This is an optimization exercise on Yosys and OpenROAD, whose aim is small area, a short achievable clock period and few clock cycles per item, not a production implementation. At most, simulation tests tie the RTL to the original design; equivalence was not proved. No functional check of the RTL was part of run 2. Power figures rest on the tool's default switching activity, not on a simulated workload.

**design/flow/design.v**
```verilog
package dq_pkg;
  localparam int VALUE_W     = 32;
  localparam int STATUS_W    = 2;
  localparam int OPCODE_W    = 3;
  localparam int CAP_W       = 5;
  localparam int MODE_W      = 2;
  localparam int CFG_INDEX_W = 1;
  localparam int CFG_DATA_W  = CAP_W;
  localparam int DEPTH       = 16;
  localparam int IDX_W       = 4;
  localparam logic [OPCODE_W-1:0] OP_PUSH_REAR  = 3'd0;
  localparam logic [OPCODE_W-1:0] OP_PUSH_FRONT = 3'd1;
  localparam logic [OPCODE_W-1:0] OP_POP_FRONT  = 3'd2;
  localparam logic [OPCODE_W-1:0] OP_POP_REAR   = 3'd3;
  localparam logic [OPCODE_W-1:0] OP_PEEK_FRONT = 3'd4;
  localparam logic [OPCODE_W-1:0] OP_PEEK_REAR  = 3'd5;
  localparam logic [OPCODE_W-1:0] OP_STATUS     = 3'd6;
  localparam logic [STATUS_W-1:0] ST_OK          = 2'd0;
  localparam logic [STATUS_W-1:0] ST_FULL        = 2'd1;
  localparam logic [STATUS_W-1:0] ST_EMPTY       = 2'd2;
  localparam logic [STATUS_W-1:0] ST_NOT_ALLOWED = 2'd3;
  localparam logic [MODE_W-1:0] MODE_INPUT_RESTRICTED  = 2'd0;
  localparam logic [MODE_W-1:0] MODE_OUTPUT_RESTRICTED = 2'd1;
  localparam logic [MODE_W-1:0] MODE_UNRESTRICTED      = 2'd2;
  localparam logic [CFG_INDEX_W-1:0] CFG_CAPACITY         = 1'd0;
  localparam logic [CFG_INDEX_W-1:0] CFG_RESTRICTION_MODE = 1'd1;
  localparam logic [CAP_W-1:0]   CAPACITY_RESET = 5'd16;
  localparam logic [VALUE_W-1:0] EMPTY_READ     = '1;
  typedef struct packed {
    logic [OPCODE_W-1:0]       opcode;
    logic signed [VALUE_W-1:0] push_value;
  } in_item_t;
  typedef struct packed {
    logic signed [VALUE_W-1:0] read_value;
    logic [STATUS_W-1:0]       status;
    logic                      is_empty;
    logic                      is_full;
  } out_item_t;
  typedef struct packed {
    logic accept;    
    logic fire;      
    logic r_load;    
    logic hold;      
    logic o_load;    
  } ctrl_cmd_t;
endpackage
module dq_ctrl (
  input  logic              clk,
  input  logic              rst,
  input  logic              in_valid,
  output logic              in_stall,
  output logic              out_valid,
  input  logic              out_stall,
  output dq_pkg::ctrl_cmd_t cmd
);
  logic r_v;
  logic adv;
  assign adv      = !out_valid || !out_stall;
  assign in_stall = r_v && !adv;
  always_comb begin
    cmd.accept = in_valid && !in_stall;
    cmd.fire   = cmd.accept;
    cmd.r_load = !in_stall;
    cmd.hold   = in_stall;
    cmd.o_load = adv;
  end
  always_ff @(posedge clk) begin
    if (rst) begin
      r_v       <= 1'b0;
      out_valid <= 1'b0;
    end else begin
      r_v <= cmd.fire || in_stall;
      if (adv) out_valid <= r_v;
    end
  end
endmodule
module dq_datapath (
  input  logic                           clk,
  input  logic                           rst,
  input  dq_pkg::ctrl_cmd_t              cmd,
  input  dq_pkg::in_item_t               in_data,
  input  logic                           cfg_write,
  input  logic [dq_pkg::CFG_INDEX_W-1:0] cfg_index,
  input  logic [dq_pkg::CFG_DATA_W-1:0]  cfg_data,
  output dq_pkg::out_item_t              out_data
);
  localparam int DEPTH = dq_pkg::DEPTH;
  localparam int IDX_W = dq_pkg::IDX_W;
  localparam int VW    = dq_pkg::VALUE_W;
  logic [VW-1:0]             mem [DEPTH];
  logic [DEPTH-1:0]          wslot;              
  logic                      w_en;               
  logic [IDX_W-1:0]          front, front_m1;    
  logic [IDX_W-1:0]          tail, tail_m1;      
  logic [4:0]                room;
  logic                      empty, full;
  logic                      cap_all;            
  logic [dq_pkg::MODE_W-1:0] mode;
  logic [DEPTH-1:0]          r_sel;        
  logic                      r_ones;       
  logic [3:0]                r_flags;      
  logic op_push_rear, op_push_front, op_pop_front, op_pop_rear;
  logic op_peek_front, op_peek_rear;
  logic refused;
  logic do_push_rear, do_push_front, do_pop_front, do_pop_rear;
  logic rd_front, rd_rear, rd_empty;
  logic inc, dec;
  logic [1:0] status;
  logic empty_n, full_n;
  logic [DEPTH-1:0] dec_front, dec_tail_m1;
  always_comb begin
    op_push_rear  = in_data.opcode == dq_pkg::OP_PUSH_REAR;
    op_push_front = in_data.opcode == dq_pkg::OP_PUSH_FRONT;
    op_pop_front  = in_data.opcode == dq_pkg::OP_POP_FRONT;
    op_pop_rear   = in_data.opcode == dq_pkg::OP_POP_REAR;
    op_peek_front = in_data.opcode == dq_pkg::OP_PEEK_FRONT;
    op_peek_rear  = in_data.opcode == dq_pkg::OP_PEEK_REAR;
    refused = (op_push_front && mode == dq_pkg::MODE_INPUT_RESTRICTED) ||
              (op_pop_rear && mode == dq_pkg::MODE_OUTPUT_RESTRICTED);
    do_push_rear  = op_push_rear && !full;
    do_push_front = op_push_front && !refused && !full;
    do_pop_front  = op_pop_front && !empty;
    do_pop_rear   = op_pop_rear && !refused && !empty;
    rd_front      = (op_pop_front || op_peek_front) && !empty;
    rd_rear       = ((op_pop_rear && !refused) || op_peek_rear) && !empty;
    rd_empty      = (op_pop_front || op_peek_front || op_peek_rear ||
                     (op_pop_rear && !refused)) && empty;
    inc = do_push_rear || do_push_front;
    dec = do_pop_front || do_pop_rear;
    if (refused) begin
      status = dq_pkg::ST_NOT_ALLOWED;
    end else if ((op_push_rear || op_push_front) && full) begin
      status = dq_pkg::ST_FULL;
    end else if (rd_empty) begin
      status = dq_pkg::ST_EMPTY;
    end else begin
      status = dq_pkg::ST_OK;
    end
    empty_n = inc ? 1'b0 : (dec ? (tail_m1 == front) : empty);
    full_n  = dec ? 1'b0 : (inc ? (room == 5'd1) : full);
    for (int i = 0; i < DEPTH; i++) begin
      dec_front[i]   = front == IDX_W'(i);
      dec_tail_m1[i] = tail_m1 == IDX_W'(i);
    end
  end
  logic [4:0]       cap_wr;
  logic             cfg_cap, cfg_mode;
  logic [IDX_W-1:0] front_n, front_m1_n, tail_n, tail_m1_n;
  logic [4:0]       room_n;
  logic             empty_nx, full_nx;
  logic [DEPTH-1:0] wslot_n;
  logic             w_en_n;
  always_comb begin
    if (cfg_data == 5'd0)      cap_wr = 5'd1;
    else if (cfg_data > 5'd16) cap_wr = 5'd16;
    else                       cap_wr = cfg_data;
    cfg_cap  = cfg_write && cfg_index == dq_pkg::CFG_CAPACITY;
    cfg_mode = cfg_write && cfg_index == dq_pkg::CFG_RESTRICTION_MODE;
    front_n    = front;
    front_m1_n = front_m1;
    tail_n     = tail;
    tail_m1_n  = tail_m1;
    room_n     = room;
    empty_nx   = empty;
    full_nx    = full;
    if (cmd.fire) begin
      if (do_push_rear) begin
        tail_n    = tail + 1'b1;
        tail_m1_n = tail;
      end
      if (do_push_front) begin
        front_n    = front_m1;
        front_m1_n = front_m1 - 1'b1;
      end
      if (do_pop_front) begin
        front_n    = front + 1'b1;
        front_m1_n = front;
      end
      if (do_pop_rear) begin
        tail_n    = tail_m1;
        tail_m1_n = tail_m1 - 1'b1;
      end
      if (inc) room_n = room - 1'b1;
      if (dec) room_n = room + 1'b1;
      empty_nx = empty_n;
      full_nx  = full_n;
    end
    if (cfg_cap) begin
      front_n    = '0;
      front_m1_n = '1;
      tail_n     = '0;
      tail_m1_n  = '1;
      room_n     = cap_wr;
      empty_nx   = 1'b1;
      full_nx    = 1'b0;
    end
  end
  logic [DEPTH-1:0] dec_tail, dec_front_m1;
  logic             t_keep, t_up, t_down, f_keep, f_up, f_down;
  always_comb begin
    for (int i = 0; i < DEPTH; i++) begin
      dec_tail[i]     = tail == IDX_W'(i);
      dec_front_m1[i] = front_m1 == IDX_W'(i);
    end
    t_up   = cmd.fire && do_push_rear;
    t_down = cmd.fire && do_pop_rear;
    t_keep = !t_up && !t_down;
    f_down = cmd.fire && do_push_front;
    f_up   = cmd.fire && do_pop_front;
    f_keep = !f_up && !f_down;
    w_en_n = !(full_nx && cap_all);
    for (int i = 0; i < DEPTH; i++) begin
      wslot_n[i] = cfg_cap ? (i == 0 || i == DEPTH - 1) :
                   ((t_keep && dec_tail[i]) ||
                    (t_up   && dec_tail[(i + DEPTH - 1) % DEPTH]) ||
                    (t_down && dec_tail[(i + 1) % DEPTH]) ||
                    (f_keep && dec_front_m1[i]) ||
                    (f_up   && dec_front_m1[(i + DEPTH - 1) % DEPTH]) ||
                    (f_down && dec_front_m1[(i + 1) % DEPTH]));
    end
  end
  always_ff @(posedge clk) begin
    if (rst) begin
      front    <= '0;
      front_m1 <= '1;
      tail     <= '0;
      tail_m1  <= '1;
      room     <= dq_pkg::CAPACITY_RESET;
      cap_all  <= 1'b1;
      empty    <= 1'b1;
      full     <= 1'b0;
      mode     <= dq_pkg::MODE_UNRESTRICTED;
      wslot    <= DEPTH'(1) | (DEPTH'(1) << (DEPTH - 1));
      w_en     <= 1'b1;
    end else begin
      front    <= front_n;
      front_m1 <= front_m1_n;
      tail     <= tail_n;
      tail_m1  <= tail_m1_n;
      room     <= room_n;
      if (cfg_cap) cap_all <= cap_wr == 5'(DEPTH);
      empty    <= empty_nx;
      full     <= full_nx;
      wslot    <= wslot_n;
      w_en     <= w_en_n;
      if (cfg_mode) mode <= cfg_data[dq_pkg::MODE_W-1:0];
    end
  end
  always_ff @(posedge clk) begin
    for (int i = 0; i < DEPTH; i++) begin
      if (w_en && !cmd.hold && wslot[i]) mem[i] <= in_data.push_value;
    end
  end
  always_ff @(posedge clk) begin
    if (cmd.r_load) begin
      r_sel   <= ({DEPTH{rd_front}} & dec_front) | ({DEPTH{rd_rear}} & dec_tail_m1);
      r_ones  <= rd_empty;
      r_flags <= {status, empty_n, full_n};
    end
  end
  dq_pkg::out_item_t rres;
  always_comb begin
    rres.read_value = {VW{r_ones}};
    for (int i = 0; i < DEPTH; i++) begin
      rres.read_value = rres.read_value | ({VW{r_sel[i]}} & mem[i]);
    end
    {rres.status, rres.is_empty, rres.is_full} = r_flags;
  end
  always_ff @(posedge clk) begin
    if (cmd.o_load) out_data <= rres;
  end
endmodule
module circular_deque #(
  parameter int DEPTH = 16
) (
  input  logic                           clk,
  input  logic                           rst,
  input  logic                           in_valid,
  output logic                           in_stall,
  input  dq_pkg::in_item_t               in_data,
  output logic                           out_valid,
  input  logic                           out_stall,
  output dq_pkg::out_item_t              out_data,
  input  logic                           cfg_write,
  input  logic [dq_pkg::CFG_INDEX_W-1:0] cfg_index,
  input  logic [dq_pkg::CFG_DATA_W-1:0]  cfg_data
);
  dq_pkg::ctrl_cmd_t cmd;
  dq_ctrl u_ctrl (
    .clk       (clk),
    .rst       (rst),
    .in_valid  (in_valid),
    .in_stall  (in_stall),
    .out_valid (out_valid),
    .out_stall (out_stall),
    .cmd       (cmd)
  );
  dq_datapath u_datapath (
    .clk       (clk),
    .rst       (rst),
    .cmd       (cmd),
    .in_data   (in_data),
    .cfg_write (cfg_write),
    .cfg_index (cfg_index),
    .cfg_data  (cfg_data),
    .out_data  (out_data)
  );
endmodule
```
**design/flow/run.sh**
```bash
#!/bin/bash
# synth_recipe.tcl (not shown) runs the flow's synth.tcl, then flattens the netlist and writes it again
# the make line also repeats each setting of config.mk as NAME=value (left out here)
make -C /OpenROAD-flow-scripts/flow DESIGN_CONFIG=/design/flow/config.mk WORK_HOME=/design/flow/orfs CLKGATE_MAP_FILE= SYNTH_SCRIPT=/design/flow/synth_recipe.tcl finish
```
**design/flow/config.mk**
```make
export PLATFORM = sky130hd
export DESIGN_NAME = circular_deque
export DESIGN_NICKNAME = circular_deque
export VERILOG_FILES = /design/flow/design.v
export SDC_FILE = /design/flow/constraint.sdc
export NUM_CORES = 4
export LEC_CHECK = 0
export CAP_MARGIN = 20
export CORE_MARGIN = 2
export CORE_UTILIZATION = 55
export CTS_CLUSTER_DIAMETER = 80
export CTS_CLUSTER_SIZE = 30
export SETUP_SLACK_MARGIN = 2.4
export SLEW_MARGIN = 20
```
**design/flow/constraint.sdc**
```tcl
create_clock -name core_clock -period 4.5 [get_ports {clk}]
set_input_delay 0.9000 -clock core_clock [delete_from_list [all_inputs] [get_ports {clk}]]
set_output_delay 0.9000 -clock core_clock [all_outputs]
set_load 0.01 [all_outputs]
```
==> results by group, run 1 <==
GRT
  – Total track usage: 28.5%
  – Vias in the first global route: 13,500
  – First-pass GRT wire length: 91,200 um
  – Total global routing overflow: 0
  – Initial antenna violation count: 1
  – Largest net degree at the start of global routing: 35

Setup path
  – R2r startpoint: u_ctrl.r_v
  – Critical path class: flip-flop to output pin
  – CP Launch Type: flip-flop
  – Critical path endpoint category: output pin
  – Reg2reg end: u_datapath.mem[8][19]
  – FF-to-FF path depth: 5
  – Data arrival time of the worst path: 1.26 ns
  – Reg2reg setup slack: 2.40 ns
  – Required time worst endpoint: 3.60 ns
  – Crit path max fanout: 3

Logic synthesis
  – Syn_nets: 1,473
  – Number of synthesized flops with an enable pin: 569
  – Post-synth top cells: edfxtp_1 (569), a22oi_1 (192), clkbuf_1 (71), nand3_1 (52), nand2_1 (51)
  – Most common cell in the netlist: edfxtp_1
  – Mapped Avg Cell Area: 16.5 sq um
  – Yosys Warn Count: 3
  – Dominant synthesized flop cell: edfxtp_1
  – Sequential area share after synthesis: 77.4%
  – Async S/R FF share, synth: 0%
  – FF+latch count, synth: 614
  – Synth top area share: 73.6%
  – Synth Instances: 1,406
  – Top post-synthesis cells by area: edfxtp_1 (74%), a22oi_1 (6.2%), dfxtp_1 (3.9%)
  – Mapped Area: 0.0232 sq mm
  – Largest area contributor in the netlist: edfxtp_1
  – Cell variety after synth: 59

Hold path
  – Type of the tightest min-delay check: flip-flop to flip-flop
  – Hold endpoint: u_datapath.w_en
  – Hold path cells: 1
  – Hold Startpoint: u_datapath.cap_all

Routing
  – DRT antenna net count: 0
  – Vias per std cell: 6.76
  – Drt total wl: 62,600 um
  – Initial drt markers: 1,624
  – Vias: 13,900
  – Post-DR wirelength/cell: 30.5 um
  – DRC viols: 0
  – Router iterations before antenna repair: 7

Clock network
  – CTS H-tree depth: 1
  – Maximum buffer depth of the clock tree: 3
  – CTS tree: built
  – CTS Root Cell: clkbuf_16
  – Clk sinks: 614
  – Total CTS buffers: 28
  – Register clock-pin slew on the reported worst setup and hold paths: 0.10 ns
  – Clk Latency, worst-skew pair: 0.61 ns

Timing
  – Setup violations, final: 0
  – Worst rel slew slack: 49.6%
  – Setup TNS Final: 0 ns
  – Least-Margin Pin Slew: 0.757 ns
  – Post-layout min period: 2.16 ns
  – Fmax: 0.462 GHz
  – Max-slew violations: 0
  – Fin. Hold Viols: 0
  – Period utilization: 48.1%
  – RSZ-0062 raised after global routing: true
  – Clock Skew: 0.0263 ns

Finish
  – Nets: 1,564
  – Final design utilization: 61.7%
  – Fin area: 0.0258 sq mm
  – Area grow syn2layout: 11.1%
  – Layout cells sized above 1: 13.3%

Floorplanning
  – IO Pins: 84
  – DIE WIDTH: 210 um
  – FP Rows: 75
  – CORE AREA: 0.0419 sq mm
  – Starting Density: 55.5%
  – Die ar.: 0.0439 sq mm
  – Die Ht: 210 um

Power and ir drop
  – IR drop worst, VDD: 214 uV
  – Total power per unit cell area: 388 mW/mm^2
  – Static Leak: 8.35 nW

Outcome
  – Outcome: no timing/DRC/antenna violations

Place
  – RePlAce Congestion: 0.860
  – I/O Buffers: 83
  – DP Wirelength: 30,700 um
  – Placed cell area: 0.0247 sq mm

Run
  – Max-cap viol count: 0
-- power breakdown --
part	internal, mW	leakage (nW)	switching, mW
combinational	0.190	2.21	0.343
sequential	6.37	5.70	0.0532
clock	1.25	0.440	1.82
total	7.81	8.35	2.21
-- stage by stage --
| stage | worst slack (ns) | hold WS, ns | power, mW | std cells |
|---|---|---|---|---|
| 6_report | 2.34 | 0.401 | 10.0 | 2053 |
| 5_1_grt | 2.30 | 0.420 | 10.3 | 2053 |
| 4_1_cts | 2.16 | 0.405 | 10.1 | 2046 |
| 3_5_place_dp | 0.940 | 0.379 | 7.11 | 1977 |
| 3_3_place_gp | 0.959 | 0.377 | 7.10 | 1977 |
| 2_1_floorplan | 2.05 | 0.358 | 6.79 | 1406 |
-- cell usage in the layout, fill, tap and decap left out, types with 13 or more instances in the layout --
cell type,count
a2111o_1,32
a21oi_1,39
a222oi_1,32
a22oi_1,192
and3_4,17
buf_2,36
buf_4,46
clkbuf_16,29
clkdlybuf4s50_1,41
dfxtp_1,42
edfxtp_1,569
ha_1,21
inv_1,13
nand2_1,49
nand2b_1,13
nand3_1,50
nand4_1,34
nor2_1,18
o21ai_0,27
o22a_1,16
o22ai_1,48
-- worst max path at each step --
stage / cells past startpoint / start / end
after floorplan: 8 / in_data[33] / u_datapath.wslot[0]
after global placement: 6 / in_data[34] / u_datapath.wslot[0]
after detailed placement: 6 / in_data[34] / u_datapath.wslot[15]
after CTS: 4 / out_stall / in_stall
after global routing: 3 / u_ctrl.r_v / in_stall
final: 3 / u_ctrl.r_v / in_stall
-- metal layers --
metal  up-vias  GRT usage, %  share of wire, %
met5         -             0                 0
met4         0          6.63               2.1
met3        85          3.17               7.6
met2       632          47.4                49
met1      7153          41.2                42
li1       6001             -                 -
-- registers in the layout, indices dropped and copies added, names as in the netlist, 4 cells and up --
name and count:
u_datapath.front 4, u_datapath.mem 512, u_datapath.tail 4, u_datapath.tail_m1 4, u_datapath.r_sel 16, u_datapath.front_m1 4
u_datapath.room 5, u_datapath.out_data 36, u_datapath.wslot 16, u_datapath.r_flags 4
-- logic make-up after synthesis --
logic type | count (synthesis) | share of synthesized area [%]
AOI/OAI and AO/OA | 427 | 13.9
xor gates and xnor gates | 7 | 0.264
buffers and inverters | 100 | 1.86
adders and majority gates | 21 | 1.13
DFF | 614 | 77.4
muxes | 1 | 0.0431
and+or+nand+nor | 236 | 5.38
-- worst max-delay path: stages (launching register included) --
cell     delay [ns]
dfxtp_4        0.39
nand3_4        0.11
inv_4          0.06
buf_6          0.09
-- final cells by class --
type                       instances  area, sq um
tap                              539          674
antenna                            1         2.50
fill                            3067        16000
sequential                       614        18000
multi-input combinational        702         5070
clock buffer                      32          737
timing repair buffer             137         1110
clock inverter                    14          168
inverter                          14         55.1
-- what timing repair did --
action | in CTS | in global routing
setup endpoints to repair | 612 | 105
gates cloned | 9 | 1
hold buffers | 0 | 0
resized for setup | 185 | 25
buffers inserted | 14 | 5
pin swaps | 13 | 4
Testbench counts, summed over its fixed seeds: cycles 19,264, items 19,200.
==> inputs of run 2 (changes only) <==
--- a/design/flow/design.v
+++ b/design/flow/design.v
@@ -87,9 +87,7 @@
   localparam int DEPTH = dq_pkg::DEPTH;
-  localparam int IDX_W = dq_pkg::IDX_W;
   localparam int VW    = dq_pkg::VALUE_W;
   logic [VW-1:0]             mem [DEPTH];
-  logic [DEPTH-1:0]          wslot;              
+  logic [DEPTH-1:0]          tail;               
+  logic [DEPTH-1:0]          front_m1;           
   logic                      w_en;               
-  logic [IDX_W-1:0]          front, front_m1;    
-  logic [IDX_W-1:0]          tail, tail_m1;      
   logic [4:0]                room;
@@ -110,2 +108,3 @@
   logic [DEPTH-1:0] dec_front, dec_tail_m1;
+  logic             one_left;
   always_comb begin
@@ -138,7 +137,11 @@
     end
-    empty_n = inc ? 1'b0 : (dec ? (tail_m1 == front) : empty);
+    one_left = 1'b0;
+    for (int i = 0; i < DEPTH; i++) begin
+      one_left = one_left || (tail[i] && front_m1[(i + DEPTH - 2) % DEPTH]);
+    end
+    empty_n = inc ? 1'b0 : (dec ? one_left : empty);
     full_n  = dec ? 1'b0 : (inc ? (room == 5'd1) : full);
     for (int i = 0; i < DEPTH; i++) begin
-      dec_front[i]   = front == IDX_W'(i);
-      dec_tail_m1[i] = tail_m1 == IDX_W'(i);
+      dec_front[i]   = front_m1[(i + DEPTH - 1) % DEPTH];
+      dec_tail_m1[i] = tail[(i + 1) % DEPTH];
     end
@@ -147,6 +150,4 @@
   logic             cfg_cap, cfg_mode;
-  logic [IDX_W-1:0] front_n, front_m1_n, tail_n, tail_m1_n;
   logic [4:0]       room_n;
   logic             empty_nx, full_nx;
-  logic [DEPTH-1:0] wslot_n;
   logic             w_en_n;
@@ -158,6 +159,2 @@
     cfg_mode = cfg_write && cfg_index == dq_pkg::CFG_RESTRICTION_MODE;
-    front_n    = front;
-    front_m1_n = front_m1;
-    tail_n     = tail;
-    tail_m1_n  = tail_m1;
     room_n     = room;
@@ -166,18 +163,2 @@
     if (cmd.fire) begin
-      if (do_push_rear) begin
-        tail_n    = tail + 1'b1;
-        tail_m1_n = tail;
-      end
-      if (do_push_front) begin
-        front_n    = front_m1;
-        front_m1_n = front_m1 - 1'b1;
-      end
-      if (do_pop_front) begin
-        front_n    = front + 1'b1;
-        front_m1_n = front;
-      end
-      if (do_pop_rear) begin
-        tail_n    = tail_m1;
-        tail_m1_n = tail_m1 - 1'b1;
-      end
       if (inc) room_n = room - 1'b1;
@@ -188,6 +169,2 @@
     if (cfg_cap) begin
-      front_n    = '0;
-      front_m1_n = '1;
-      tail_n     = '0;
-      tail_m1_n  = '1;
       room_n     = cap_wr;
@@ -197,9 +174,7 @@
   end
-  logic [DEPTH-1:0] dec_tail, dec_front_m1;
+  localparam logic [DEPTH-1:0] TAIL_RESET     = DEPTH'(1);
+  localparam logic [DEPTH-1:0] FRONT_M1_RESET = DEPTH'(1) << (DEPTH - 1);
+  logic [DEPTH-1:0] tail_n, front_m1_n;
   logic             t_keep, t_up, t_down, f_keep, f_up, f_down;
   always_comb begin
-    for (int i = 0; i < DEPTH; i++) begin
-      dec_tail[i]     = tail == IDX_W'(i);
-      dec_front_m1[i] = front_m1 == IDX_W'(i);
-    end
     t_up   = cmd.fire && do_push_rear;
@@ -212,9 +187,10 @@
     for (int i = 0; i < DEPTH; i++) begin
-      wslot_n[i] = cfg_cap ? (i == 0 || i == DEPTH - 1) :
-                   ((t_keep && dec_tail[i]) ||
-                    (t_up   && dec_tail[(i + DEPTH - 1) % DEPTH]) ||
-                    (t_down && dec_tail[(i + 1) % DEPTH]) ||
-                    (f_keep && dec_front_m1[i]) ||
-                    (f_up   && dec_front_m1[(i + DEPTH - 1) % DEPTH]) ||
-                    (f_down && dec_front_m1[(i + 1) % DEPTH]));
+      tail_n[i]     = cfg_cap ? TAIL_RESET[i] :
+                      ((t_keep && tail[i]) ||
+                       (t_up   && tail[(i + DEPTH - 1) % DEPTH]) ||
+                       (t_down && tail[(i + 1) % DEPTH]));
+      front_m1_n[i] = cfg_cap ? FRONT_M1_RESET[i] :
+                      ((f_keep && front_m1[i]) ||
+                       (f_up   && front_m1[(i + DEPTH - 1) % DEPTH]) ||
+                       (f_down && front_m1[(i + 1) % DEPTH]));
     end
@@ -223,6 +199,4 @@
     if (rst) begin
-      front    <= '0;
-      front_m1 <= '1;
-      tail     <= '0;
-      tail_m1  <= '1;
+      tail     <= TAIL_RESET;
+      front_m1 <= FRONT_M1_RESET;
       room     <= dq_pkg::CAPACITY_RESET;
@@ -232,9 +206,6 @@
       mode     <= dq_pkg::MODE_UNRESTRICTED;
-      wslot    <= DEPTH'(1) | (DEPTH'(1) << (DEPTH - 1));
       w_en     <= 1'b1;
     end else begin
-      front    <= front_n;
+      tail     <= tail_n;
       front_m1 <= front_m1_n;
-      tail     <= tail_n;
-      tail_m1  <= tail_m1_n;
       room     <= room_n;
@@ -243,3 +214,2 @@
       full     <= full_nx;
-      wslot    <= wslot_n;
       w_en     <= w_en_n;
@@ -250,3 +220,3 @@
     for (int i = 0; i < DEPTH; i++) begin
-      if (w_en && !cmd.hold && wslot[i]) mem[i] <= in_data.push_value;
+      if (w_en && !cmd.hold && (tail[i] || front_m1[i])) mem[i] <= in_data.push_value;
     end
==> run 2 against run 1 <==
Net effect: hold slack better by 0.012 ns; via count is 7.2% lower; die area is 3.7% lower; combinational power is 7.9% lower; worst setup slack lost 0.0038 ns; cell count fell by 5.3%; global-route usage shrank 1.3 points; power up 2.6%; design area decreased by 1.1%; first-iteration DRC count up 8.1%.
==> results by group, run 2 <==
GRT
  – Largest net degree at the start of global routing: 37
  – Vias in the first global route: 12,500
  – Total global routing overflow: 0
  – Total track usage: 27.3%
  – First-pass GRT wire length: 82,800 um
  – Initial antenna violation count: 2

Logic synthesis
  – Sequential area share after synthesis: 80.5%
  – Largest family of logic cells by synthesized area: compound AO/OA/AOI/OAI gates
  – Yosys Warn Count: 3
  – Mapped Area: 0.0224 sq mm
  – Compound-Gate Fraction of Synth Area: 13.3%
  – Synth Instances: 1,271
  – Most common cell in the netlist: edfxtp_1
  – Largest area contributor in the netlist: edfxtp_1
  – Synth Area in XOR/XNOR: 0.0784%
  – Synth top area share: 76.4%
  – Mapped Avg Cell Area: 17.6 sq um
  – Top post-synthesis cells by area: edfxtp_1 (76%), a22oi_1 (7.5%), dfxtp_1 (4.0%)
  – Syn_nets: 1,320
  – Number of synthesized flops with an enable pin: 569
  – Synth Area in Adders: 0.168%
  – Async S/R FF share, synth: 0%
  – Dominant synthesized flop cell: edfxtp_1
  – FF+latch count, synth: 614
  – Synth Area in Simple Gates: 4.60%
  – Mux contribution to synthesized area: 0%
  – Post-synth top cells: edfxtp_1 (569), a22oi_1 (223), clkbuf_1 (57), nor2_1 (46)
  – Cell variety after synth: 49

Setup path
  – Reg2reg end: u_datapath.mem[10][14]
  – Crit path max fanout: 3
  – Reg2reg setup slack: 2.43 ns
  – CP Launch Type: input pin
  – R2r startpoint: u_ctrl.out_valid
  – FF-to-FF path depth: 5
  – Critical path endpoint category: output pin
  – Required time worst endpoint: 3.60 ns
  – Data arrival time of the worst path: 1.27 ns
  – Critical path class: input pin to output pin

Finish
  – Max reg flops: 512
  – Most common cell after layout, fill and taps aside: edfxtp_1
  – Largest register by flop count: u_datapath.mem
  – Area grow syn2layout: 14.1%
  – Final design utilization: 63.9%
  – Fin area: 0.0255 sq mm
  – Most frequent cells in the layout: edfxtp_1 (569), a22oi_1 (223), buf_4 (53)
  – Biggest regs: u_datapath.mem: 512 flops, u_datapath.out_data: 36 flops
  – Layout fillers: 2,822
  – Nets: 1,447
  – Layout cells sized above 1: 15.0%

Routing
  – DRT antenna net count: 0
  – Router iterations before antenna repair: 6
  – Initial drt markers: 1,756
  – Drt total wl: 57,000 um
  – DRC viols: 0
  – Vias: 12,900
  – Post-DR wirelength/cell: 29.3 um
  – Vias per std cell: 6.62

Power and ir drop
  – IR drop worst, VDD: 312 uV
  – Combinational power share: 4.8%
  – P_int: 7.98 mW
  – Net Sw Power: 2.31 mW
  – Sw Ratio: 22.4%
  – PnR Total Power: 10.3 mW
  – Clk network pwr share: 33.0%
  – Total power per unit cell area: 403 mW/mm^2
  – Static Leak: 8.27 nW
  – Seq pwr share: 62.2%

Place
  – DP Wirelength: 29,400 um
  – I/O Buffers: 83
  – Dpl ws: 1.16 ns
  – Placed cell area: 0.0241 sq mm
  – RePlAce Congestion: 0.815

Floorplanning
  – CORE AREA: 0.0399 sq mm
  – FP Rows: 73
  – DIE WIDTH: 206 um
  – Die ar.: 0.0423 sq mm
  – Starting Density: 56.0%
  – Die Ht: 206 um
  – IO Pins: 84

Timing
  – Period utilization: 48.2%
  – Fmax: 0.461 GHz
  – Max-slew violations: 0
  – Post-route setup slack: 2.33 ns
  – Setup violations, final: 0
  – Post-layout min period: 2.17 ns
  – Least-Margin Pin Slew: 0.696 ns
  – RSZ-0062 raised after global routing: true
  – Clock Skew: 0.0310 ns
  – Fin. Hold Viols: 0
  – Setup TNS Final: 0 ns
  – Worst rel slew slack: 53.6%

Hold path
  – Hold Startpoint: u_datapath.cap_all
  – Hold endpoint: u_datapath.w_en
  – Hold path cells: 1
  – Type of the tightest min-delay check: flip-flop to flip-flop

Clock network
  – CTS Hold Bufs: 0
  – CTS tree: built
  – Register clock-pin slew on the reported worst setup and hold paths: 0.09 ns
  – Maximum buffer depth of the clock tree: 3
  – CTS Root Cell: clkbuf_16
  – Clk Latency, worst-skew pair: 0.63 ns
  – CTS H-tree depth: 1
  – Clk sinks: 614
  – Total CTS buffers: 31

Outcome
  – Outcome: no timing/DRC/antenna violations

Run
  – Max-cap viol count: 0
-- run 2: changes by cell type in the layout (fill, tap and decap cells not counted), moves of 15 or more --
cell	change
a22o_1	+19
a22oi_1	+31
and3_4	-17
ha_1	-18
nand3_1	-15
nor2_4	+17
o21ai_0	-22
o22a_1	-16
o22ai_1	-48
-- run 2: routing by layer --
layer,global-route usage [%],vias up,wire [um]
met5,0,-,11
met4,4.78,2,1040
met3,4.10,62,4480
met1,40.4,6655,24200
li1,-,5578,-
met2,44.0,573,27300
-- run 2: area by class of cell --
| class | count | area, sq um | area share (%) |
|---|---|---|---|
| Timing Repair Buffer | 163 | 1490 | 5.85 |
| Antenna cell | 1 | 2.50 | 0.00981 |
| Clock buffer | 31 | 776 | 3.04 |
| Clock inverter | 22 | 302 | 1.18 |
| Inverter | 6 | 27.5 | 0.108 |
| Sequential cell | 614 | 18000 | 70.5 |
| Tap cell | 525 | 657 | 2.57 |
| Multi-Input combinational cell | 582 | 4270 | 16.7 |
-- run 2: critical path, cell delays in order --
cell and delay, ns:
buf_8 0.10, nand3_4 0.09, clkinv_4 0.06, buf_6 0.11
-- run 2: worst max path at each step --
stage,cells past startpoint,from,to
2_1_floorplan,4,out_stall,u_datapath.mem[0][0]
3_3_place_gp,6,out_stall,u_datapath.mem[0][12]
3_5_place_dp,6,out_stall,u_datapath.mem[0][2]
4_1_cts,3,u_ctrl.out_valid,in_stall
5_1_grt,4,out_stall,in_stall
6_report,4,out_stall,in_stall
-- run 2: cells by family (layout without fill, tap and decap cells) --
logic type / after synthesis / after routing
flops: 614 / 614
compound gates: 381 / 381
simple gates: 196 / 196
buf+inv: 75 / 222
fa+ha+maj: 3 / 3
xor+xnor: 2 / 2
other cells: 0 / 1
-- run 2: timing repair --
action | in CTS | in global routing
setup endpoints to repair | 631 | 119
buffers inserted | 34 | 5
endpoints found under the hold margin | 0 | 0
resized for setup | 186 | 7
pin swaps | 14 | 2
-- run 2: per-stage QoR --
stage               std cells  hold slack (ns)
detailed placement       1851            0.386
finish                   1944            0.413
CTS                      1938            0.408
floorplan                1271            0.358
global route             1943            0.429
global placement         1851            0.390
-- run 2: power by group through the flow --
stage / registers, mW / clock network [mW] / logic [mW]
floorplan: 6.55 / 0 / 0.192
global placement: 6.54 / 0 / 0.513
detailed placement: 6.54 / 0 / 0.517
CTS: 6.40 / 3.45 / 0.490
global route: 6.41 / 3.63 / 0.530
finish: 6.40 / 3.40 / 0.492
==> inputs of run 3 (changes only) <==
--- a/design/flow/design.v
+++ b/design/flow/design.v
@@ -58,8 +58,8 @@
   assign adv      = !out_valid || !out_stall;
-  assign in_stall = r_v && !adv;
-  always_comb begin
-    cmd.accept = in_valid && !in_stall;
+  assign in_stall = out_stall;
+  always_comb begin
+    cmd.accept = in_valid && !out_stall;
     cmd.fire   = cmd.accept;
-    cmd.r_load = !in_stall;
-    cmd.hold   = in_stall;
+    cmd.r_load = !out_stall;
+    cmd.hold   = out_stall;
     cmd.o_load = adv;
@@ -71,3 +71,3 @@
     end else begin
-      r_v <= cmd.fire || in_stall;
+      r_v <= cmd.fire || (r_v && !adv);
       if (adv) out_valid <= r_v;
--- a/design/flow/config.mk
+++ b/design/flow/config.mk
@@ -12,3 +12,3 @@
 export CTS_CLUSTER_SIZE = 30
-export SETUP_SLACK_MARGIN = 2.4
+export SETUP_SLACK_MARGIN = 2.3
 export SLEW_MARGIN = 20
==> run 3 against run 2 <==
Net effect: global-route usage fell by 0.76 points; critical endpoint unchanged; clock skew rose by 0.013 ns; power fell by 5.4%.
==> results by group, run 3 <==
Power and ir drop
  – PnR Total Power: 9.74 mW
  – IR drop worst, VDD: 298 uV
  – Total power per unit cell area: 387 mW/mm^2
  – Static Leak: 7.70 nW

Hold path
  – Hold Startpoint: u_datapath.cap_all
  – Type of the tightest min-delay check: flip-flop to flip-flop
  – Hold endpoint: u_datapath.w_en
  – Hold path cells: 1

Logic synthesis
  – Synth Instances: 1,275
  – Mapped Area: 0.0224 sq mm
  – Async S/R FF share, synth: 0%
  – Syn_nets: 1,324
  – Mapped Avg Cell Area: 17.5 sq um
  – Sequential area share after synthesis: 80.5%
  – Dominant synthesized flop cell: edfxtp_1
  – Top post-synthesis cells by area: edfxtp_1 (76%), a22oi_1 (7.5%), dfxtp_1 (4.0%)
  – Cell variety after synth: 49
  – Most common cell in the netlist: edfxtp_1
  – Synth top area share: 76.4%
  – Post-synth top cells: edfxtp_1 (569), a22oi_1 (222), clkbuf_1 (63), nor2_1 (48), dfxtp_1 (45)
  – Yosys Warn Count: 3
  – FF+latch count, synth: 614
  – Number of synthesized flops with an enable pin: 569
  – Largest area contributor in the netlist: edfxtp_1

Setup path
  – CP Buf/Inv Count: 2
  – Crit path max fanout: 7
  – FF-to-FF path depth: 4
  – Critical path class: input pin to output pin
  – R2r startpoint: u_datapath.r_sel[2]
  – Crit-path leading delay family: buffers and inverters
  – Crit-path max cell delay: 0.26 ns
  – Data arrival time of the worst path: 1.33 ns
  – Reg2reg end: u_datapath.out_data[24]
  – Worst path slowest cell: clkdlybuf4s15_1
  – Required time worst endpoint: 3.60 ns
  – Critical path endpoint category: output pin
  – Reg2reg setup slack: 2.37 ns
  – Crit-path cells: buf_2, clkdlybuf4s15_1
  – CP Launch Type: input pin

Floorplanning
  – DIE WIDTH: 206 um
  – Die Ht: 206 um
  – Starting Density: 56.0%
  – FP Rows: 73
  – IO Pins: 84
  – CORE AREA: 0.0399 sq mm
  – Die ar.: 0.0423 sq mm

Routing
  – Drt total wl: 55,400 um
  – Vias per std cell: 6.57
  – DRC viols: 0
  – Initial drt markers: 1,424
  – Vias: 12,600
  – DRT antenna net count: 0
  – Router iterations before antenna repair: 8
  – Post-DR wirelength/cell: 28.9 um

Finish
  – Layout cells sized above 1: 10.4%
  – Area grow syn2layout: 12.5%
  – Nets: 1,422
  – Biggest regs: u_datapath.mem: 512 flops, u_datapath.out_data: 36 flops
  – Largest register by flop count: u_datapath.mem
  – Most common cell after layout, fill and taps aside: edfxtp_1
  – Ant diodes: 0
  – Max reg flops: 512
  – Most frequent cells in the layout: edfxtp_1 (569), a22oi_1 (222), buf_4 (52)

Timing
  – Least-Margin Pin Slew: 0.744 ns
  – Clock Skew: 0.0437 ns
  – Max-slew violations: 0
  – Post-layout min period: 2.23 ns
  – Period utilization: 49.5%
  – Setup TNS Final: 0 ns
  – RSZ-0062 raised after global routing: true
  – Fin. Hold Viols: 0
  – Fmax: 0.449 GHz
  – Worst rel slew slack: 50.3%
  – Setup violations, final: 0

GRT
  – Initial antenna violation count: 0
  – Largest net degree at the start of global routing: 33
  – Total global routing overflow: 0
  – Vias in the first global route: 12,400
  – Total track usage: 26.5%
  – First-pass GRT wire length: 81,000 um

Clock network
  – CTS tree: built
  – Register clock-pin slew on the reported worst setup and hold paths: 0.10 ns
  – Clk sinks: 614
  – CTS Root Cell: clkbuf_16
  – Maximum buffer depth of the clock tree: 3
  – CTS H-tree depth: 1
  – CTS Hold Bufs: 0
  – Clk Latency, worst-skew pair: 0.62 ns
  – Total CTS buffers: 27

Place
  – RePlAce Congestion: 0.817
  – I/O Buffers: 83
  – DP Wirelength: 29,500 um

Run
  – Max-cap viol count: 0

Outcome
  – Outcome: no timing/DRC/antenna violations
run 3: area by class of cell:
| cell class | count | area [sq um] |
|---|---|---|
| fill | 2896 | 14800 |
| tap | 525 | 657 |
| inverter | 7 | 30.0 |
| clock inverter | 10 | 126 |
| multi-input combinational | 579 | 4260 |
| clock buffer | 39 | 731 |
| timing repair buffer | 144 | 1370 |
| sequential | 614 | 18000 |
run 3: through the flow:
stage	setup slack (ns)	utilization, %	std cells	cell area [sq um]	hold WS [ns]
2_1_floorplan	2.07	-	1275	22600	0.358
3_3_place_gp	1.27	60.4	1849	24100	0.395
3_5_place_dp	1.23	60.4	1849	24100	0.398
4_1_cts	2.14	62.8	1910	25100	0.412
5_1_grt	2.25	63.0	1918	25200	0.424
6_report	2.27	63.0	1918	25200	0.424
run 3: cell families after synthesis:
kind of cell	share of synthesized area, %
and+or+nand+nor	4.23
xor gates and xnor gates	0.157
AOI/OAI and AO/OA	13.4
DFF	80.5
buffers and inverters	1.54
adders and majority gates	0.168
run 3: power by group:
group	internal, mW	switching [mW]	total [mW]
Combinational	0.140	0.297	0.437
Sequential	6.29	0.0309	6.32
Clock	1.20	1.78	2.98
run 3: layer usage:
layer  wire length (um)  global-route usage [%]  vias up
met5                  0                       0        -
met4               1140                    6.42        0
met3               4690                    3.74       71
met2              26400                    42.8      554
met1              23200                    38.6     6464
li1                   -                       -     5511
run 3: worst register-to-register path, stage by stage (launching register included):
cell and delay (ns):
edfxtp_1 0.58, buf_4 0.36, a22oi_1 0.28, nand4_1 0.20
a2111o_1 0.45
run 3: how the worst max path moves through the flow:
stage	slack, ns	to	start	depth (start not counted)
3_3_place_gp	1.27	u_datapath.front_m1[5]	in_data[33]	6
2_1_floorplan	2.07	u_datapath.mem[0][0]	out_stall	4
4_1_cts	2.14	in_stall	out_stall	2
6_report	2.27	in_stall	out_stall	2
5_1_grt	2.25	in_stall	out_stall	2
3_5_place_dp	1.23	u_datapath.tail[12]	in_data[34]	6
run 3: timing repair:
action / 4_1_cts / 5_1_grt
gates resized for setup: 65 / 23
endpoints found under the setup margin: 548 / 66
buffers inserted: 12 / 7
pin swaps: 4 / 0
Testbench counts of run 3, summed over its fixed seeds: cycles 19,264, items 19,200.
==> inputs of run 4 (changes only) <==
--- a/design/flow/config.mk
+++ b/design/flow/config.mk
@@ -9,6 +9,6 @@
 export CORE_MARGIN = 2
-export CORE_UTILIZATION = 55
+export CORE_UTILIZATION = 75
 export CTS_CLUSTER_DIAMETER = 80
 export CTS_CLUSTER_SIZE = 30
-export SETUP_SLACK_MARGIN = 2.3
+export SETUP_SLACK_MARGIN = 2.4
 export SLEW_MARGIN = 20
==> run 4 against run 3 <==
Net effect: wire length increased by 1.3%; utilization up 21 points; via count grew 6.8%; combinational power is 0.9% higher; global-route usage rose by 9.9 points; fmax is 4.6% higher; clock skew decreased by 0.017 ns; register-to-register slack better by 0.06 ns; synthesized cell count did not move; non-clock buffer count did not move; power decreased by 2.2%; die area down 26%; critical endpoint is now out_data[5].
==> results by group, run 4 <==
Finish
  – Layout cells sized above 1: 12.9%
  – Most common cell after layout, fill and taps aside: edfxtp_1
  – Most frequent cells in the layout: edfxtp_1 (569), a22oi_1 (222), buf_4 (56)
  – Ant diodes: 0
  – Nets: 1,420
  – Area grow syn2layout: 10.6%
  – Largest register by flop count: u_datapath.mem
  – Non-Filler Instances: 1,780
  – Max reg flops: 512
  – Biggest regs: u_datapath.mem: 512 flops, u_datapath.out_data: 36 flops

Power and ir drop
  – P_int: 7.54 mW
  – Seq pwr share: 66.4%
  – Total power per unit cell area: 385 mW/mm^2
  – IR drop worst, VDD: 471 uV
  – Combinational power share: 4.6%
  – Clk network pwr share: 29.0%
  – Sw Ratio: 20.8%
  – Static Leak: 7.59 nW
  – Net Sw Power: 1.98 mW
  – PnR Total Power: 9.52 mW

Place
  – Post-Place Cells: 1,710
  – RePlAce Congestion: 0.871
  – I/O Buffers: 83
  – DP Wirelength: 29,300 um

GRT
  – First-pass GRT wire length: 82,000 um
  – Total global routing overflow: 0
  – Vias in the first global route: 13,300
  – Total track usage: 36.4%
  – Initial antenna violation count: 1
  – Largest net degree at the start of global routing: 33

Timing
  – Clock Skew: 0.0266 ns
  – Worst rel slew slack: 30.4%
  – Fin. Hold Viols: 0
  – Setup TNS Final: 0 ns
  – Fmax: 0.470 GHz
  – Post-layout min period: 2.13 ns
  – Max-slew violations: 0
  – RSZ-0062 raised after global routing: true
  – Setup violations, final: 0
  – Least-Margin Pin Slew: 1.04 ns
  – Period utilization: 47.3%
  – Worst hold margin: 0.432 ns

Setup path
  – Crit path max fanout: 1
  – Worst path slowest cell: edfxtp_1
  – Required time worst endpoint: 3.60 ns
  – Critical path class: flip-flop to output pin
  – Crit-path cells: buf_2
  – Data arrival time of the worst path: 1.23 ns
  – Crit-path max cell delay: 0.47 ns
  – CP Launch Type: flip-flop
  – Crit-path leading delay family: flip-flops
  – CP Buf/Inv Count: 1
  – Critical path endpoint category: output pin

Routing
  – Router iterations before antenna repair: 6
  – Drt total wl: 56,200 um
  – DRT antenna net count: 0
  – Vias: 13,500
  – Post-DR wirelength/cell: 31.5 um
  – Vias per std cell: 7.56
  – Initial drt markers: 2,380
  – DRC viols: 0

Floorplanning
  – Die Ht: 177 um
  – FP Rows: 63
  – Starting Density: 75.8%
  – IO Pins: 84
  – Die ar.: 0.0312 sq mm
  – DIE WIDTH: 177 um
  – CORE AREA: 0.0295 sq mm

Logic synthesis
  – Post-synth top cells: edfxtp_1 (569), a22oi_1 (222), clkbuf_1 (63), nor2_1 (48), dfxtp_1 (45)
  – Number of synthesized flops with an enable pin: 569
  – Dominant synthesized flop cell: edfxtp_1
  – Top post-synthesis cells by area: edfxtp_1 (76%), a22oi_1 (7.5%), dfxtp_1 (4.0%)
  – Syn_nets: 1,324
  – Mapped Avg Cell Area: 17.5 sq um
  – Sequential area share after synthesis: 80.5%
  – Yosys Warn Count: 3
  – Synth top area share: 76.4%
  – Async S/R FF share, synth: 0%
  – FF+latch count, synth: 614
  – Synth Instances: 1,275
  – Most common cell in the netlist: edfxtp_1
  – Cell variety after synth: 49
  – Mapped Area: 0.0224 sq mm
  – Largest area contributor in the netlist: edfxtp_1

Clock network
  – CTS tree: built
  – CTS Root Cell: clkbuf_16
  – Clk Latency, worst-skew pair: 0.58 ns
  – CTS H-tree depth: 1
  – Register clock-pin slew on the reported worst setup and hold paths: 0.11 ns
  – Total CTS buffers: 25
  – Clk sinks: 614
  – Maximum buffer depth of the clock tree: 3

Outcome
  – Outcome: no timing/DRC/antenna violations

Run
  – Max-cap viol count: 0

Hold path
  – Type of the tightest min-delay check: flip-flop to flip-flop
## run 4: what timing repair did
| action | 4_1_cts | 5_1_grt |
|---|---|---|
| endpoints found under the setup margin | 626 | 70 |
| buffers inserted | 21 | 3 |
| pin swaps | 8 | 2 |
| hold endpoints to repair | 0 | 0 |
| gates resized for setup | 141 | 27 |
| hold buffers | 0 | 0 |
| gates cloned | 0 | 0 |
## run 4: layout make-up
class,count,area (sq um)
clock buffers,40,682
flip-flops and latches,614,18000
inverters,7,30.0
repair buffers,144,1160
clock inverters,6,88.8
fillers,1380,4760
multi-input cells,579,4280
well taps,390,488
## run 4: worst paths after layout
check,start,slack [ns],cells past startpoint,endpoint
hold reg to reg,u_datapath.cap_all,0.43,1,u_datapath.w_en
setup reg to reg,u_datapath.r_sel[5],2.43,4,u_datapath.out_data[13]
setup / recovery,u_datapath.out_data[5],2.37,1,out_data[5]
hold / removal,u_datapath.cap_all,0.43,1,u_datapath.w_en
## run 4: power groups by stage
stage	logic (mW)	clock network (mW)	registers, mW
floorplan	0.212	0	6.44
global placement	0.397	0	6.45
detailed placement	0.415	0	6.46
CTS	0.432	2.75	6.32
global route	0.467	2.92	6.33
finish	0.441	2.76	6.32
## run 4: cell families after synthesis
group	synth area share, %
buf+inv	1.54
xor+xnor	0.157
fa+ha+maj	0.168
flops	80.5
compound gates	13.4
simple gates	4.23
## run 4: routing by layer
metal  global-route usage, %  up-vias  part of all wire, %
li1                        -     5505                    -
met5                       0        -                0.023
met1                    51.1     6676                   34
met4                    11.2        2                  2.7
met3                    6.08      132                   13
met2                    60.3     1146                   50
## run 4: metrics by stage
| step | setup WS, ns | area (sq um) | utilization (%) |
|---|---|---|---|
| after floorplan | 2.07 | 22700 | - |
| after global placement | 1.29 | 23900 | 80.9 |
| after detailed placement | 1.24 | 23900 | 80.9 |
| after CTS | 2.29 | 24800 | 84.1 |
| after global routing | 2.35 | 24700 | 83.8 |
| final | 2.37 | 24700 | 83.8 |
==> inputs of run 5 (changes only) <==
--- a/design/flow/config.mk
+++ b/design/flow/config.mk
@@ -9,5 +9,6 @@
 export CORE_MARGIN = 2
-export CORE_UTILIZATION = 75
+export CORE_UTILIZATION = 70
 export CTS_CLUSTER_DIAMETER = 80
 export CTS_CLUSTER_SIZE = 30
+export PLACE_DENSITY = 0.9
 export SETUP_SLACK_MARGIN = 2.4
==> run 5 against run 4 <==
Net effect: still clean; power shrank 0.53%; combinational power is essentially flat; die area up 7.0%; critical path type is now flip-flop to flip-flop; largest cell class unchanged.
==> results by group, run 5 <==
Routing
  – Post-DR wirelength/cell: 32.0 um
  – Router iterations before antenna repair: 6
  – Vias per std cell: 7.65
  – DRC viols: 0
  – Drt total wl: 56,800 um
  – DRT antenna net count: 0
  – Initial drt markers: 2,242
  – Vias: 13,600

Timing
  – Clock Skew: 0.0203 ns
  – Setup violations, final: 0
  – Period utilization: 47.8%
  – Setup TNS Final: 0 ns
  – RSZ-0062 raised after global routing: true
  – Fmax: 0.465 GHz
  – Fin. Hold Viols: 0
  – Least-Margin Pin Slew: 1.15 ns
  – Max-slew violations: 0
  – Post-layout min period: 2.15 ns
  – Worst rel slew slack: 22.8%

Setup path
  – Required time worst endpoint: 4.81 ns
  – CP Launch Type: flip-flop
  – Critical path endpoint category: flip-flop
  – Crit path max fanout: 32
  – Worst setup path startpoint: u_datapath.r_sel[7]
  – Data arrival time of the worst path: 2.46 ns
  – R2r startpoint: u_datapath.r_sel[7]
  – Critical path class: flip-flop to flip-flop

Floorplanning
  – IO Pins: 84
  – CORE AREA: 0.0315 sq mm
  – Die Ht: 183 um
  – Starting Density: 71.0%
  – DIE WIDTH: 183 um
  – FP Rows: 65
  – Die ar.: 0.0334 sq mm

Finish
  – Fin area: 0.0246 sq mm
  – Layout fillers: 1,514
  – Largest register by flop count: u_datapath.mem
  – Layout cells sized above 1: 11.6%
  – Non-Filler Instances: 1,776
  – Most common cell after layout, fill and taps aside: edfxtp_1
  – Final design utilization: 78.1%
  – Area grow syn2layout: 9.96%
  – Most frequent cells in the layout: edfxtp_1 (569), a22oi_1 (222), dfxtp_1 (44)
  – Max reg flops: 512
  – Nets: 1,405
  – Biggest regs: u_datapath.mem: 512 flops, u_datapath.out_data: 36 flops
  – Ant diodes: 0

Clock network
  – CTS Root Cell: clkbuf_16
  – CTS H-tree depth: 1
  – Clk Latency, worst-skew pair: 0.58 ns
  – CTS Hold Bufs: 0
  – Register clock-pin slew on the reported worst setup and hold paths: 0.11 ns
  – Clk sinks: 614
  – Maximum buffer depth of the clock tree: 3
  – CTS tree: built
  – Total CTS buffers: 24

Logic synthesis
  – FF+latch count, synth: 614
  – Number of synthesized flops with an enable pin: 569
  – Synth Instances: 1,275
  – Mapped Area: 0.0224 sq mm
  – Top post-synthesis cells by area: edfxtp_1 (76%), a22oi_1 (7.5%), dfxtp_1 (4.0%)
  – Cell variety after synth: 49
  – Synth top area share: 76.4%
  – Syn_nets: 1,324
  – Async S/R FF share, synth: 0%
  – Largest area contributor in the netlist: edfxtp_1
  – Dominant synthesized flop cell: edfxtp_1
  – Most common cell in the netlist: edfxtp_1
  – Mapped Avg Cell Area: 17.5 sq um
  – Yosys Warn Count: 3
  – Sequential area share after synthesis: 80.5%
  – Post-synth top cells: edfxtp_1 (569), a22oi_1 (222), clkbuf_1 (63), nor2_1 (48), dfxtp_1 (45)

Place
  – I/O Buffers: 83
  – DP Wirelength: 27,600 um
  – Post-Place Cells: 1,720
  – Placed cell area: 0.0239 sq mm
  – RePlAce Congestion: 0.835

GRT
  – Largest net degree at the start of global routing: 37
  – Total global routing overflow: 0
  – Vias in the first global route: 13,400
  – Total track usage: 33.8%
  – Initial antenna violation count: 1
  – First-pass GRT wire length: 81,900 um

Power and ir drop
  – Static Leak: 7.51 nW
  – Total power per unit cell area: 385 mW/mm^2
  – IR drop worst, VDD: 274 uV

Outcome
  – Outcome: no timing/DRC/antenna violations

Run
  – Max-cap viol count: 0

Hold path
  – Hold Startpoint: u_datapath.r_flags[1]
  – Type of the tightest min-delay check: flip-flop to flip-flop
==> run 5: what timing repair did <==
action                     4_1_cts  5_1_grt
pin swaps                        5        3
hold endpoints to repair         0        0
gates resized for setup        128       33
setup buffers                    6        5
setup endpoints to repair      646       77
cloned                           0        0
==> run 5: final cells by class <==
| cell class | instances | area (sq um) | area share [%] |
|---|---|---|---|
| flip-flops and latches | 614 | 18000 | 73.2 |
| multi-input cells | 579 | 4280 | 17.4 |
| repair buffers | 130 | 1050 | 4.29 |
| clock buffers | 42 | 689 | 2.80 |
| well taps | 402 | 503 | 2.05 |
| clock inverters | 2 | 33.8 | 0.137 |
| inverters | 7 | 30.0 | 0.122 |
==> run 5: logic make-up (layout without fill, tap and decap cells) <==
logic type	count (synthesis)	after routing	synth area share [%]
compound gates	380	380	13.4
xor+xnor	4	4	0.157
fa+ha+maj	3	3	0.168
buf+inv	82	181	1.54
flops	614	614	80.5
simple gates	192	192	4.23
==> run 5: stage by stage <==
step | setup WS (ns) | hold WS [ns] | total power, mW
6_report | 2.35 | 0.422 | 9.47
5_1_grt | 2.38 | 0.430 | 9.63
4_1_cts | 2.33 | 0.431 | 9.44
3_5_place_dp | 1.15 | 0.407 | 6.87
3_3_place_gp | 1.25 | 0.394 | 6.84
2_1_floorplan | 2.07 | 0.366 | 6.65
==> run 5: power by group <==
| part | total (mW) | switching, mW | internal (mW) |
|---|---|---|---|
| clock network | 2.71 | 1.61 | 1.10 |
| logic | 0.442 | 0.308 | 0.134 |
| registers | 6.32 | 0.0300 | 6.29 |
==> run 5: final timing paths <==
check | end | slack [ns] | cells after the start
worst max-delay path | u_datapath.out_data[9] | 2.35 | 4
worst min-delay path | u_datapath.out_data[1] | 0.42 | 0
worst max register to register | u_datapath.out_data[9] | 2.35 | 4
worst min register to register | u_datapath.out_data[1] | 0.42 | 0
==> run 5: per-layer routing <==
layer	up-vias	track usage, %	part of all wire (%)
met2	1318	56.7	49
met3	217	5.71	14
met4	2	15.9	4.6
met5	-	0	0.023
li1	5470	-	-
met1	6578	43.9	32
==> run 5: critical path, stage by stage, from the launching register on <==
cell,delay (ns)
edfxtp_1,0.40
buf_4,0.34
a222oi_1,0.51
nand3_1,0.20
a2111o_1,0.43
==> inputs of run 6 (changes only) <==
--- a/design/flow/config.mk
+++ b/design/flow/config.mk
@@ -9,6 +9,5 @@
 export CORE_MARGIN = 2
-export CORE_UTILIZATION = 70
+export CORE_UTILIZATION = 55
 export CTS_CLUSTER_DIAMETER = 80
 export CTS_CLUSTER_SIZE = 30
-export PLACE_DENSITY = 0.9
 export SETUP_SLACK_MARGIN = 2.4
==> run 6 against run 5 <==
Net effect: still clean on timing, DRC and antenna; sequential power is essentially flat; utilization shrank 16 points; synthesized cell count is the same; power grew 2.5%; register-to-register slack gained 0.16 ns; synthesized area is the same; sequential share of layout area shrank 0.98 points; via count shrank 6.9%; first-iteration DRC count shrank 28%; die area grew 27%; fmax grew 2.2%; flip-flop and latch count is the same; critical path type is now input pin to output pin; critical endpoint is now in_stall.
==> results by group, run 6 <==
Outcome
  – Outcome: no timing/DRC/antenna violations

Floorplanning
  – Starting Density: 56.0%
  – FP Rows: 73
  – CORE AREA: 0.0399 sq mm
  – Die ar.: 0.0423 sq mm
  – DIE WIDTH: 206 um
  – IO Pins: 84
  – Die Ht: 206 um

Setup path
  – Crit-path leading delay family: buffers and inverters
  – Required time worst endpoint: 3.60 ns
  – Crit path max fanout: 8
  – Critical path endpoint category: output pin
  – Critical path class: input pin to output pin
  – Crit-path cells: buf_4, clkbuf_2
  – Crit-path max cell delay: 0.15 ns
  – Data arrival time of the worst path: 1.21 ns
  – CP Launch Type: input pin
  – Worst path slowest cell: buf_4
  – CP Buf/Inv Count: 2

Finish
  – Biggest regs: u_datapath.mem: 512 flops, u_datapath.out_data: 36 flops
  – Area grow syn2layout: 11.4%
  – Most frequent cells in the layout: edfxtp_1 (569), a22oi_1 (222), buf_4 (49)
  – Nets: 1,416
  – Max reg flops: 512
  – Fin area: 0.0249 sq mm
  – Most common cell after layout, fill and taps aside: edfxtp_1
  – Layout cells sized above 1: 13.2%
  – Final design utilization: 62.4%
  – Largest register by flop count: u_datapath.mem
  – Ant diodes: 0

GRT
  – Vias in the first global route: 12,400
  – Initial antenna violation count: 0
  – Largest net degree at the start of global routing: 37
  – Total global routing overflow: 0
  – Total track usage: 26.4%
  – First-pass GRT wire length: 80,500 um

Clock network
  – Total CTS buffers: 27
  – CTS tree: built
  – CTS H-tree depth: 1
  – Register clock-pin slew on the reported worst setup and hold paths: 0.10 ns
  – Maximum buffer depth of the clock tree: 3
  – CTS Hold Bufs: 0
  – Clk Latency, worst-skew pair: 0.60 ns
  – CTS Root Cell: clkbuf_16
  – Clk sinks: 614

Timing
  – Period utilization: 46.8%
  – Fin. Hold Viols: 0
  – Fmax: 0.475 GHz
  – RSZ-0062 raised after global routing: true
  – Setup TNS Final: 0 ns
  – Max-slew violations: 0
  – Setup violations, final: 0
  – Least-Margin Pin Slew: 1.01 ns
  – Post-layout min period: 2.11 ns
  – Worst rel slew slack: 32.3%
  – Worst hold margin: 0.428 ns
  – Clock Skew: 0.0246 ns

Routing
  – Vias per std cell: 6.61
  – Vias: 12,600
  – DRT antenna net count: 0
  – Router iterations before antenna repair: 6
  – DRC viols: 0
  – Post-DR wirelength/cell: 29.1 um
  – Drt total wl: 55,700 um
  – Initial drt markers: 1,609

Run
  – Max-cap viol count: 0

Logic synthesis
  – Synth Instances: 1,275
  – Sequential area share after synthesis: 80.5%
  – Dominant synthesized flop cell: edfxtp_1
  – Async S/R FF share, synth: 0%
  – Cell variety after synth: 49
  – Most common cell in the netlist: edfxtp_1
  – Post-synth top cells: edfxtp_1 (569), a22oi_1 (222), clkbuf_1 (63), nor2_1 (48), dfxtp_1 (45)
  – Yosys Warn Count: 3
  – Syn_nets: 1,324
  – Number of synthesized flops with an enable pin: 569
  – Top post-synthesis cells by area: edfxtp_1 (76%), a22oi_1 (7.5%), dfxtp_1 (4.0%)
  – FF+latch count, synth: 614
  – Mapped Avg Cell Area: 17.5 sq um
  – Synth top area share: 76.4%
  – Largest area contributor in the netlist: edfxtp_1
  – Mapped Area: 0.0224 sq mm

Hold path
  – Type of the tightest min-delay check: flip-flop to flip-flop

Place
  – RePlAce Congestion: 0.859
  – I/O Buffers: 83
  – Placed cell area: 0.0241 sq mm
  – DP Wirelength: 28,600 um

Power and ir drop
  – IR drop worst, VDD: 247 uV
  – Static Leak: 7.59 nW
  – PnR Total Power: 9.71 mW
  – Total power per unit cell area: 390 mW/mm^2
## run 6: cell counts after synthesis
Identical to the previous run, type by type.
## run 6: final cells by class
cell class | instances | area [sq um]
flip-flops and latches | 614 | 18000
fillers | 2917 | 15000
multi-input cells | 579 | 4290
repair buffers | 137 | 1090
clock buffers | 38 | 717
well taps | 525 | 657
clock inverters | 12 | 136
inverters | 7 | 30.0
repair inverters | 1 | 5.00
## run 6: per-stage QoR
step,setup WS [ns],std cells
after detailed placement,1.03,1848
after global routing,2.37,1913
after global placement,1.11,1848
after CTS,2.29,1909
after floorplan,2.07,1275
final,2.39,1913
## run 6: final timing paths
path | cells after the start | to | from | slack (ns)
setup reg to reg | 4 | u_datapath.out_data[9] | u_datapath.r_sel[1] | 2.51
hold reg to reg | 1 | u_datapath.w_en | u_datapath.cap_all | 0.43
hold / removal | 1 | u_datapath.w_en | u_datapath.cap_all | 0.43
setup / recovery | 2 | in_stall | out_stall | 2.39
## run 6: worst register-to-register path: cells and delay by family (launching register included)
family          cells  cell delay (ns)
compound gates      2             0.89
simple gates        1             0.14
buf+inv             1             0.32
flops               1             0.39
## run 6: report_power, final
group	internal (mW)	switching, mW
combinational	0.131	0.308
sequential	6.29	0.0266
clock	1.19	1.77
## run 6: cells by family after synthesis
group	Yosys count	share of synthesized area, %
buffers and inverters	82	1.54
AND/OR/NAND/NOR	192	4.23
adder cells (fa/ha/maj)	3	0.168
flip-flops	614	80.5
XOR/XNOR	4	0.157
AO/OA/AOI/OAI	380	13.4
## run 6: what timing repair did
item,CTS,global route
pin swaps,5,4
cloned,1,0
gates resized for setup,170,9
endpoints found under the hold margin,0,0
buffers inserted,10,4
setup endpoints to repair,606,44
## run 6: layer usage
metal / wire [um] / vias to the layer above / global-route usage [%]
met5: 0 / - / 0
met4: 1240 / 0 / 6.89
met3: 4290 / 86 / 3.83
met2: 27200 / 538 / 43.8
met1: 22900 / 6529 / 37.1
li1: - / 5494 / -
==> inputs of run 7 (changes only) <==
--- a/design/flow/config.mk
+++ b/design/flow/config.mk
@@ -9,3 +9,3 @@
 export CORE_MARGIN = 2
-export CORE_UTILIZATION = 55
+export CORE_UTILIZATION = 65
 export CTS_CLUSTER_DIAMETER = 80
==> run 7 against run 6 <==
Net effect: fmax increased by 0.64%; synthesized area is the same; critical path type unchanged; hold slack improved by 0.0081 ns; largest cell class unchanged; via count increased by 2.4%; largest power group unchanged; count of clock-buffer cells in the layout is 7 lower.
==> results by group, run 7 <==
Clock network
  – Total CTS buffers: 26
  – Clk Latency, worst-skew pair: 0.59 ns
  – Maximum buffer depth of the clock tree: 3
  – CTS tree: built
  – Clk sinks: 614
  – CTS H-tree depth: 1
  – CTS Root Cell: clkbuf_16
  – Register clock-pin slew on the reported worst setup and hold paths: 0.11 ns

GRT
  – Total track usage: 29.9%
  – Largest net degree at the start of global routing: 33
  – Total global routing overflow: 0
  – Vias in the first global route: 12,400
  – First-pass GRT wire length: 78,700 um
  – Initial antenna violation count: 3

Floorplanning
  – DIE WIDTH: 189 um
  – CORE AREA: 0.0337 sq mm
  – FP Rows: 67
  – Die Ht: 189 um
  – Starting Density: 66.3%
  – IO Pins: 84
  – Die ar.: 0.0359 sq mm

Logic synthesis
  – Number of synthesized flops with an enable pin: 569
  – Async S/R FF share, synth: 0%
  – Synth Area in XOR/XNOR: 0.157%
  – Largest family of logic cells by synthesized area: compound AO/OA/AOI/OAI gates
  – Synth Area in Simple Gates: 4.23%
  – Cell variety after synth: 49
  – Post-synth top cells: edfxtp_1 (569), a22oi_1 (222), clkbuf_1 (63), nor2_1 (48), dfxtp_1 (45)
  – Yosys Warn Count: 3
  – Mux contribution to synthesized area: 0%
  – Dominant synthesized flop cell: edfxtp_1
  – FF+latch count, synth: 614
  – Sequential area share after synthesis: 80.5%
  – Synth Instances: 1,275
  – Syn_nets: 1,324
  – Compound-Gate Fraction of Synth Area: 13.4%
  – Synth top area share: 76.4%
  – Synth Area in Adders: 0.168%
  – Mapped Avg Cell Area: 17.5 sq um
  – Top post-synthesis cells by area: edfxtp_1 (76%), a22oi_1 (7.5%), dfxtp_1 (4.0%)
  – Most common cell in the netlist: edfxtp_1
  – Largest area contributor in the netlist: edfxtp_1
  – Mapped Area: 0.0224 sq mm

Finish
  – Max reg flops: 512
  – Fin area: 0.0249 sq mm
  – Layout cells sized above 1: 12.9%
  – Biggest regs: u_datapath.mem: 512 flops, u_datapath.out_data: 36 flops
  – Final design utilization: 73.8%
  – Nets: 1,417
  – Largest register by flop count: u_datapath.mem
  – Area grow syn2layout: 11.3%
  – Most frequent cells in the layout: edfxtp_1 (569), a22oi_1 (222), buf_4 (46)
  – Most common cell after layout, fill and taps aside: edfxtp_1

Routing
  – Initial drt markers: 1,826
  – Drt total wl: 53,200 um
  – Router iterations before antenna repair: 6
  – DRT antenna net count: 0
  – Vias per std cell: 7.07
  – DRC viols: 0
  – Vias: 12,900
  – Post-DR wirelength/cell: 29.1 um

Setup path
  – Critical path endpoint category: output pin
  – Reg2reg end: u_datapath.out_data[31]
  – Critical path class: input pin to output pin
  – Crit path max fanout: 7
  – CP Launch Type: input pin
  – FF-to-FF path depth: 4
  – Crit-path leading delay family: buffers and inverters
  – Reg2reg setup slack: 2.49 ns
  – Required time worst endpoint: 3.60 ns
  – Critical Path Stages: 2
  – Crit-path cells: clkbuf_4, buf_6
  – Data arrival time of the worst path: 1.19 ns
  – Crit-path max cell delay: 0.16 ns
  – R2r startpoint: u_datapath.r_sel[4]
  – Worst setup path startpoint: out_stall
  – CP Buf/Inv Count: 2
  – End of the critical path: in_stall
  – Worst path slowest cell: clkbuf_4

Timing
  – Fin. Hold Viols: 0
  – RSZ-0062 raised after global routing: true
  – Setup violations, final: 0
  – Worst rel slew slack: 38.5%
  – Fmax: 0.478 GHz
  – Least-Margin Pin Slew: 0.918 ns
  – Post-layout min period: 2.09 ns
  – Clock Skew: 0.0233 ns
  – Period utilization: 46.5%
  – Worst hold margin: 0.437 ns
  – Setup TNS Final: 0 ns
  – Max-slew violations: 0

Power and ir drop
  – Seq pwr share: 65.6%
  – Clk network pwr share: 29.9%
  – Net Sw Power: 2.01 mW
  – PnR Total Power: 9.63 mW
  – Total power per unit cell area: 387 mW/mm^2
  – P_int: 7.62 mW
  – Sw Ratio: 20.9%
  – Static Leak: 7.60 nW
  – Combinational power share: 4.5%
  – IR drop worst, VDD: 365 uV

Outcome
  – Outcome: no timing/DRC/antenna violations

Place
  – I/O Buffers: 83
  – RePlAce Congestion: 0.836
  – DP Wirelength: 28,500 um
  – Placed cell area: 0.0241 sq mm

Hold path
  – Type of the tightest min-delay check: flip-flop to flip-flop

Run
  – Max-cap viol count: 0
-- run 7: cell counts after synthesis --
No cell type changed its count.
-- run 7: worst min path at each step --
stage / cells past startpoint / endpoint / from / slack [ns]
6_report: 1 / u_datapath.w_en / u_datapath.cap_all / 0.44
5_1_grt: 1 / u_datapath.w_en / u_datapath.cap_all / 0.44
4_1_cts: 1 / u_datapath.w_en / u_datapath.cap_all / 0.43
3_5_place_dp: 1 / u_datapath.w_en / u_datapath.cap_all / 0.41
3_3_place_gp: 1 / u_datapath.w_en / u_datapath.cap_all / 0.40
2_1_floorplan: 1 / u_datapath.w_en / u_datapath.cap_all / 0.37
-- run 7: kinds of logic (layout without fill, tap and decap cells) --
logic type / after synthesis / count (layout)
xor+xnor: 4 / 4
simple gates: 192 / 192
buf+inv: 82 / 186
compound gates: 380 / 380
other cells: 0 / 3
fa+ha+maj: 3 / 3
flops: 614 / 614
-- run 7: final cells by class --
| type | count | area (sq um) |
|---|---|---|
| flip-flops and latches | 614 | 18000 |
| fillers | 2104 | 8810 |
| multi-input cells | 579 | 4270 |
| repair buffers | 140 | 1210 |
| clock buffers | 31 | 691 |
| well taps | 448 | 561 |
| clock inverters | 8 | 124 |
| inverters | 7 | 30.0 |
| diodes | 3 | 7.51 |
-- run 7: worst reg2reg max path, cell delays in order, from the launching register on --
cell	delay (ns)
edfxtp_1	0.36
buf_4	0.33
a222oi_1	0.45
nand3_1	0.14
a2111o_1	0.45
-- run 7: per-stage QoR --
| stage | setup WS, ns | cells |
|---|---|---|
| finish | 2.41 | 1830 |
| global route | 2.37 | 1830 |
| CTS | 2.27 | 1820 |
| detailed placement | 1.28 | 1771 |
| global placement | 1.34 | 1771 |
| floorplan | 2.07 | 1275 |
-- run 7: routing by layer --
metal  vias up  part of all wire [%]  GRT usage, %
li1       5498                     -             -
met1      6626                    40          44.0
met2       750                    49          48.8
met3        73                   9.1          3.76
met4         0                   2.4          7.30
met5         -                     0             0
-- run 7: what timing repair did --
item,in CTS,in global routing
hold buffers,0,0
endpoints found under the setup margin,579,52
buffers inserted,10,7
pin swaps,2,2
gates resized for setup,141,22
-- run 7: power by group through the flow --
stage	clock network [mW]	registers (mW)	logic, mW
after detailed placement	0	6.45	0.418
after global placement	0	6.45	0.412
after CTS	2.89	6.31	0.426
after global routing	3.07	6.32	0.466
final	2.88	6.31	0.434
after floorplan	0	6.44	0.212
